Context: an optimization exercise on an open-source flow, tuned for small area, a short achievable clock period and few clock cycles per item. The choices shown serve that exercise and are no tape-out recipe.
At most, simulation tests tie the RTL to the original design; equivalence was not proved.
Power is estimated from default activity; no workload was simulated.

==> v33: inputs <==
// rational_add_sub_reduce_top
module rational_add_sub_reduce_top
(
    input  wire logic      aclk,
    input  wire logic      aresetn,
    input  wire logic      s_valid,
    output logic           s_ready,
    input  wire logic [128:0] s_data,    
    output logic           m_valid,
    input  wire logic      m_ready,
    output logic [126:0]   m_data       
);
    localparam logic [1:0] M_IDLE = 2'd0, M_RUN = 2'd1, M_DONE = 2'd2;
    logic [1:0]  mstate;
    logic [3:0]  mcnt;
    logic [33:0] mn_hi, md_hi;   
    logic [31:0] mn_lo, md_lo;   
    logic [31:0] x_an, x_bn, x_ad;
    logic [2:0]  dbd, dad;       
    logic        f1, f2;         
    logic        mzden;          
    function automatic logic [2:0] booth_dec(input logic y1, input logic y0,
                                             input logic yp, input logic flip);
        booth_dec[0] = y0 ^ yp;
        booth_dec[1] = (y1 & ~y0 & ~yp) | (~y1 & y0 & yp);
        booth_dec[2] = y1 ^ flip;
    endfunction
    function automatic logic [35:0] booth_pp(input logic [31:0] x, input logic [2:0] d);
        logic [35:0] m;
        m = d[0] ? {{4{x[31]}}, x} : (d[1] ? {{3{x[31]}}, x, 1'b0} : 36'd0);
        booth_pp = d[2] ? ~m : m;
    endfunction
    wire [35:0] pp1 = booth_pp(x_an, dbd);
    wire [35:0] pp2 = booth_pp(x_bn, dad);
    wire [35:0] pp3 = booth_pp(x_ad, dbd);
    wire [35:0] acc_n = {{2{mn_hi[33]}}, mn_hi};
    wire [35:0] acc_d = {{2{md_hi[33]}}, md_hi};
    wire [35:0] cs_s = acc_n ^ pp1 ^ pp2;
  ...
export LEC_CHECK = 0
export ABC_CLOCK_PERIOD_IN_PS = 4000
export CAP_MARGIN = 20
export CORE_MARGIN = 2
export CORE_UTILIZATION = 40
export PLACE_DENSITY = 0.6
export SLEW_MARGIN = 20
create_clock -name core_clock -period 10.0 [get_ports {aclk}]
standard.sh (not shown) runs the stock make flow with config.mk's settings and CLKGATE_MAP_FILE= SYNTH_SCRIPT=/design/flow/synth_recipe.tcl, a recipe that flattens the netlist after the stock synthesis.
==> flow/flow/run.sh <==
#!/bin/bash
# Standard layout, with timing repair aimed below the clock period.
set -euo pipefail
bash standard.sh SETUP_SLACK_MARGIN=6 finish > standard_flow.log 2>&1
==> inputs of v35, as changes to v33 <==
==> flow/flow/run.sh (replaced) <==
#!/bin/bash
# Standard layout, with timing repair aimed below the clock period.
set -euo pipefail
bash standard.sh SETUP_SLACK_MARGIN=5.5 finish > standard_flow.log 2>&1
==> inputs of v10, as changes to v33 <==
--- a/flow/design.v
+++ b/flow/design.v
@@ -50,131 +50,159 @@
     output logic           s_ready,
     input  wire logic [128:0] s_data,    
     output logic           m_valid,
     input  wire logic      m_ready,
     output logic [126:0]   m_data       
 );
-    localparam logic [1:0] M_IDLE = 2'd0, M_RUN = 2'd1, M_DONE = 2'd2;
-    logic [1:0]  mstate;
+    localparam logic [2:0] M_IDLE = 3'd0, M_PREP = 3'd1, M_RUN = 3'd2,
+                           M_FIN = 3'd3, M_DONE = 3'd4;
+    localparam logic [33:0] KN = 34'd11453246124;    
+    localparam logic [33:0] KD = 34'd14316557654;    
+    logic [2:0]  mstate;
     logic [3:0]  mcnt;
-    logic [33:0] mn_hi, md_hi;   
-    logic [31:0] mn_lo, md_lo;   
+    logic [33:0] ns, nc, ds, dc;     
+    logic        ncy, dcy;           
+    logic [31:0] mn_lo, md_lo;       
     logic [31:0] x_an, x_bn, x_ad;
-    logic [2:0]  dbd, dad;       
-    logic        f1, f2;         
-    logic        mzden;          
+    logic        act;
+    logic [2:0]  dbd, dad;           
+    logic        f1, f2;             
+    logic        mzden;              
+    logic        mnz;                
     function automatic logic [2:0] booth_dec(input logic y1, input logic y0,
                                              input logic yp, input logic flip);
         booth_dec[0] = y0 ^ yp;
         booth_dec[1] = (y1 & ~y0 & ~yp) | (~y1 & y0 & yp);
         booth_dec[2] = y1 ^ flip;
     endfunction
-    function automatic logic [35:0] booth_pp(input logic [31:0] x, input logic [2:0] d);
-        logic [35:0] m;
-        m = d[0] ? {{4{x[31]}}, x} : (d[1] ? {{3{x[31]}}, x, 1'b0} : 36'd0);
-        booth_pp = d[2] ? ~m : m;
+    function automatic logic [33:0] booth_ppu(input logic [31:0] x, input logic [2:0] d);
+        logic [33:0] m, p;
+        m = d[0] ? {{2{x[31]}}, x} : (d[1] ? {x[31], x, 1'b0} : 34'd0);
+        p = d[2] ? ~m : m;
+        booth_ppu = {~p[33], p[32:0]};
     endfunction
-    wire [35:0] pp1 = booth_pp(x_an, dbd);
-    wire [35:0] pp2 = booth_pp(x_bn, dad);
-    wire [35:0] pp3 = booth_pp(x_ad, dbd);
-    wire [35:0] acc_n = {{2{mn_hi[33]}}, mn_hi};
-    wire [35:0] acc_d = {{2{md_hi[33]}}, md_hi};
-    wire [35:0] cs_s = acc_n ^ pp1 ^ pp2;
-    wire [35:0] cs_c = {(acc_n[34:0] & pp1[34:0]) | (acc_n[34:0] & pp2[34:0]) | (pp1[34:0] & pp2[34:0]), dad[2]};
-    wire [35:0] sum_n = cs_s + cs_c + {35'd0, dbd[2]};
-    wire [35:0] sum_d = acc_d + pp3 + {35'd0, dbd[2]};
+    wire [33:0] ppu1 = booth_ppu(x_an, dbd);
+    wire [33:0] ppu2 = booth_ppu(x_bn, dad);
+    wire [33:0] ppu3 = booth_ppu(x_ad, dbd);
+    wire [34:0] n_s1 = {1'b0, ns ^ nc ^ ppu1};
+    wire [34:0] n_c1 = {(ns & nc) | (ns & ppu1) | (nc & ppu1), dbd[2]};
+    wire [35:0] n_s2 = {1'b0, n_s1 ^ n_c1 ^ {1'b0, ppu2}};
+    wire [35:0] n_c2 = {(n_s1 & n_c1) | (n_s1 & {1'b0, ppu2}) | (n_c1 & {1'b0, ppu2}), dad[2]};
+    wire [2:0]  n_lo = {1'b0, n_s2[1:0]} + {1'b0, n_c2[1:0]} + {2'd0, ncy};
+    wire [34:0] d_s1 = {1'b0, ds ^ dc ^ ppu3};
+    wire [34:0] d_c1 = {(ds & dc) | (ds & ppu3) | (dc & ppu3), dbd[2]};
+    wire [2:0]  d_lo = {1'b0, d_s1[1:0]} + {1'b0, d_c1[1:0]} + {2'd0, dcy};
+    wire [33:0] n_fin = ns + nc + {33'd0, ncy} + KN;
+    wire [33:0] d_fin = ds + dc + {33'd0, dcy} + KD;
     wire ld;     
     always_ff @(posedge aclk) begin
         if (!aresetn) begin
             mstate <= M_IDLE;
         end else begin
             case (mstate)
-                M_IDLE: if (s_valid) mstate <= M_RUN;
-                M_RUN:  if (mcnt == 4'd15) mstate <= M_DONE;
+                M_IDLE: if (s_valid) mstate <= M_PREP;
+                M_PREP: mstate <= M_RUN;
+                M_RUN:  if (mcnt == 4'd15) mstate <= M_FIN;
+                M_FIN:  mstate <= M_DONE;
                 M_DONE: if (ld) mstate <= M_IDLE;
                 default: mstate <= M_IDLE;
             endcase
         end
     end
     always_ff @(posedge aclk) begin
         case (mstate)
             M_IDLE: begin
-                mcnt  <= 4'd0;
-                mn_hi <= 34'd0;
-                md_hi <= 34'd0;
                 mn_lo <= s_data[31:0];       
                 md_lo <= s_data[95:64];      
                 x_an  <= s_data[127:96];
                 x_bn  <= s_data[63:32];
                 x_ad  <= s_data[95:64];
-                f1    <= s_data[95] ^ s_data[31];
-                f2    <= s_data[95] ^ s_data[31] ^ s_data[128];
-                dbd   <= booth_dec(s_data[1], s_data[0], 1'b0, s_data[95] ^ s_data[31]);
-                dad   <= booth_dec(s_data[65], s_data[64], 1'b0, s_data[95] ^ s_data[31] ^ s_data[128]);
-                mzden <= (s_data[95:64] == 32'd0) || (s_data[31:0] == 32'd0);
+                act   <= s_data[128];
+            end
+            M_PREP: begin
+                mcnt  <= 4'd0;
+                ns    <= 34'd0;
+                nc    <= 34'd0;
+                ncy   <= 1'b0;
+                ds    <= 34'd0;
+                dc    <= 34'd0;
+                dcy   <= 1'b0;
+                f1    <= x_ad[31] ^ mn_lo[31];
+                f2    <= x_ad[31] ^ mn_lo[31] ^ act;
+                dbd   <= booth_dec(mn_lo[1], mn_lo[0], 1'b0, x_ad[31] ^ mn_lo[31]);
+                dad   <= booth_dec(md_lo[1], md_lo[0], 1'b0, x_ad[31] ^ mn_lo[31] ^ act);
+                mzden <= (x_ad == 32'd0) || (mn_lo == 32'd0);
             end
             M_RUN: begin
                 mcnt  <= mcnt + 4'd1;
-                mn_hi <= sum_n[35:2];
-                mn_lo <= {sum_n[1:0], mn_lo[31:2]};
-                md_hi <= sum_d[35:2];
-                md_lo <= {sum_d[1:0], md_lo[31:2]};
+                ns    <= {1'b0, n_s2[34:2]};
+                nc    <= n_c2[35:2];
+                ncy   <= n_lo[2];
+                mn_lo <= {n_lo[1:0], mn_lo[31:2]};
+                ds    <= d_s1[33:0] >> 2;
+                dc    <= d_c1[34:2];
+                dcy   <= d_lo[2];
+                md_lo <= {d_lo[1:0], md_lo[31:2]};
                 dbd   <= booth_dec(mn_lo[3], mn_lo[2], mn_lo[1], f1);
                 dad   <= booth_dec(md_lo[3], md_lo[2], md_lo[1], f2);
             end
+            M_FIN: begin
+                ns  <= n_fin;
+                ds  <= d_fin;
+            end
+            M_DONE: ;
             default: ;
         endcase
     end
     localparam logic [1:0] L_IDLE = 2'd0, L_INIT = 2'd1, L_LOOP = 2'd2, L_HALF2 = 2'd3;
     logic [1:0]  lstate;
     logic [63:0] a, b;           
     logic [63:0] ca1, cb1;       
     logic [61:0] ca2, cb2;       
     logic        nsign;          
     logic        zden;           
-    logic [2:0]  hs;             
-    wire        new_neg = mn_hi[33] && !mzden;
-    wire        new_bz  = mzden || ({mn_hi, mn_lo} == 66'd0);
+    logic [1:0]  hs;             
+    wire        new_neg = ns[33] && !mzden;
+    wire        new_bz  = mzden || ((ns == 34'd0) && (mn_lo == 32'd0));
     wire [64:0] s1 = {1'b0, b} - {1'b0, a};    
     wire [63:0] s2 = a - b;                    
     wire        b_lt_a = s1[64];
     logic       bz;              
     wire        ab_eq = (a == b);
-    function automatic logic [2:0] tz7(input logic [6:0] v);
-        tz7 = v[0] ? 3'd0 : v[1] ? 3'd1 : v[2] ? 3'd2 : v[3] ? 3'd3 :
-              v[4] ? 3'd4 : v[5] ? 3'd5 : v[6] ? 3'd6 : 3'd7;
+    function automatic logic [1:0] tz3(input logic [2:0] v);
+        tz3 = v[0] ? 2'd0 : v[1] ? 2'd1 : v[2] ? 2'd2 : 2'd3;
     endfunction
     wire in_loop = (lstate == L_LOOP) && !bz;
     wire k_half  = in_loop && !a[0] && !b[0];
     wire k_swap  = in_loop && !a[0] &&  b[0];
     wire k_shb   = in_loop &&  a[0] && !b[0];
     wire k_sub   = in_loop &&  a[0] &&  b[0];
     wire k_half2 = (lstate == L_HALF2);
     wire k_ineg  = (lstate == L_INIT);
-    logic [2:0]  sh;
+    logic [1:0]  sh;
     logic [63:0] xsrc;
     always_comb begin
-        sh   = 3'd0;
+        sh   = 2'd0;
         xsrc = b;
         if (k_sub) begin
-            sh   = tz7(s1[6:0]);
+            sh   = tz3(s1[2:0]);
             xsrc = b_lt_a ? s2 : s1[63:0];
         end else if (k_shb) begin
-            sh   = tz7(b[6:0]);
+            sh   = tz3(b[2:0]);
             xsrc = b;
         end else if (k_swap) begin
-            sh   = tz7(a[6:0]);
+            sh   = tz3(a[2:0]);
             xsrc = a;
         end else if (k_half) begin
-            sh   = tz7(a[6:0] | b[6:0]);
+            sh   = tz3(a[2:0] | b[2:0]);
             xsrc = a;
         end else if (k_half2) begin
             sh   = hs;
             xsrc = a;
         end else if (k_ineg) begin
-            sh   = 3'd0;
+            sh   = 2'd0;
             xsrc = s2;
         end
     end
     wire [63:0] bsh = xsrc >> sh;
     wire        take_ca = (k_sub && b_lt_a) || k_swap;
     wire [63:0] ysrc1 = take_ca ? ca1 : cb1;
@@ -200,14 +228,14 @@
                 default: lstate <= L_IDLE;
             endcase
         end
     end
     always_ff @(posedge aclk) begin
         if (ld) begin
-            a     <= {md_hi[31:0], md_lo};
-            b     <= mzden ? 64'd0 : {mn_hi[31:0], mn_lo};
+            a     <= {ds[31:0], md_lo};
+            b     <= mzden ? 64'd0 : {ns[31:0], mn_lo};
             bz    <= new_bz;
             nsign <= new_neg;
             zden  <= mzden;
             ca1   <= new_neg ? 64'd1 : 64'd0;
             ca2   <= 62'd1;
             cb1   <= new_neg ? {64{1'b1}} : 64'd1;
==> flow/flow/run.sh (replaced) <==
#!/bin/bash
# Standard layout, with timing repair aimed below the clock period.
set -euo pipefail
bash standard.sh SETUP_SLACK_MARGIN=7 finish > standard_flow.log 2>&1
- ABC_CLOCK_PERIOD_IN_PS: 4000 -> 3000
==> inputs of v25, as changes to v33 <==
==> flow/run.sh (new file) <==
#!/bin/bash
# synth_recipe.tcl (not shown) runs the flow's synth.tcl, then flattens the netlist and writes it again
# the make line also repeats each setting of config.mk as NAME=value (left out here)
make -C /OpenROAD-flow-scripts/flow DESIGN_CONFIG=/design/flow/config.mk WORK_HOME=/design/flow/orfs CLKGATE_MAP_FILE= SYNTH_SCRIPT=/design/flow/synth_recipe.tcl finish
- ABC_CLOCK_PERIOD_IN_PS: 4000 -> 5000
- SETUP_SLACK_MARGIN: not set -> 4
removed: flow/flow/run.sh
removed: flow/standard.sh
==> run summary <==
- v10 completed, yet does not pass: max-slew violations. v25 finished clean. v33 finished with timing, DRC and antenna clean. v35 produced a clean layout.
- The highest cell count belongs to v10, the lowest to v25.
- Sequential cell count is the same in v25 and v33.
- Against v33, the synthesized cell count of v10 is higher by about 4.3%.
- Non-clock buffer count: v10 is higher than v35 (598).
- First-iteration DRC count, lowest first: v10, v25, v35, v33.
- Between v10 and v35, the lower register-to-register slack is in v35 (gap 0.41 ns).
- Against v33, the global-route usage of v25 is lower by 5.0 points.
- Of v33 and v10, v10 has the higher fmax (gap about 9%, measured against v10).
- Combinational power: v25 is lower than v33 (about 22%).
Testbench counts of v33, summed over its fixed seeds: cycles 119,682, items 3,200.
Testbench counts of v35, summed over its fixed seeds: cycles 119,682, items 3,200.
Testbench counts of v25, summed over its fixed seeds: cycles 119,682, items 3,200.
Only the layout flow was run in v10; the RTL was not checked for function there.

## port drivers added, routing unchanged
How much do the figures lean on ideal ports? The routed layouts below were timed once more, with nothing changed but the port constraints. Step 1: set_driving_cell puts a clkbuf_16 on aclk and a buf_2 on each other input, an assumption about the parent block. Step 2 also shifts input and output timing later by t, the mid clock arrival at the registers, as if the neighbouring blocks saw the same clock. Three values: no drivers, after step 1, after step 2; two values: the first two.
run | shift t [ns] | setup slack, ns | pins driven straight from the clock port
v33 | 0.771 | 5.412 / 5.412 / 5.056 | 1
v35 | 0.750 | 5.406 / 5.406 / 4.942 | 1
v10 | 0.800 | 5.817 / 5.817 / 5.537 | 1
v25 | 0.730 | 4.075 / 4.075 / 3.651 | 1
The setup slack of v35, which loses most, moves by 0.000 ns with the drivers and by -0.464 ns with both steps.
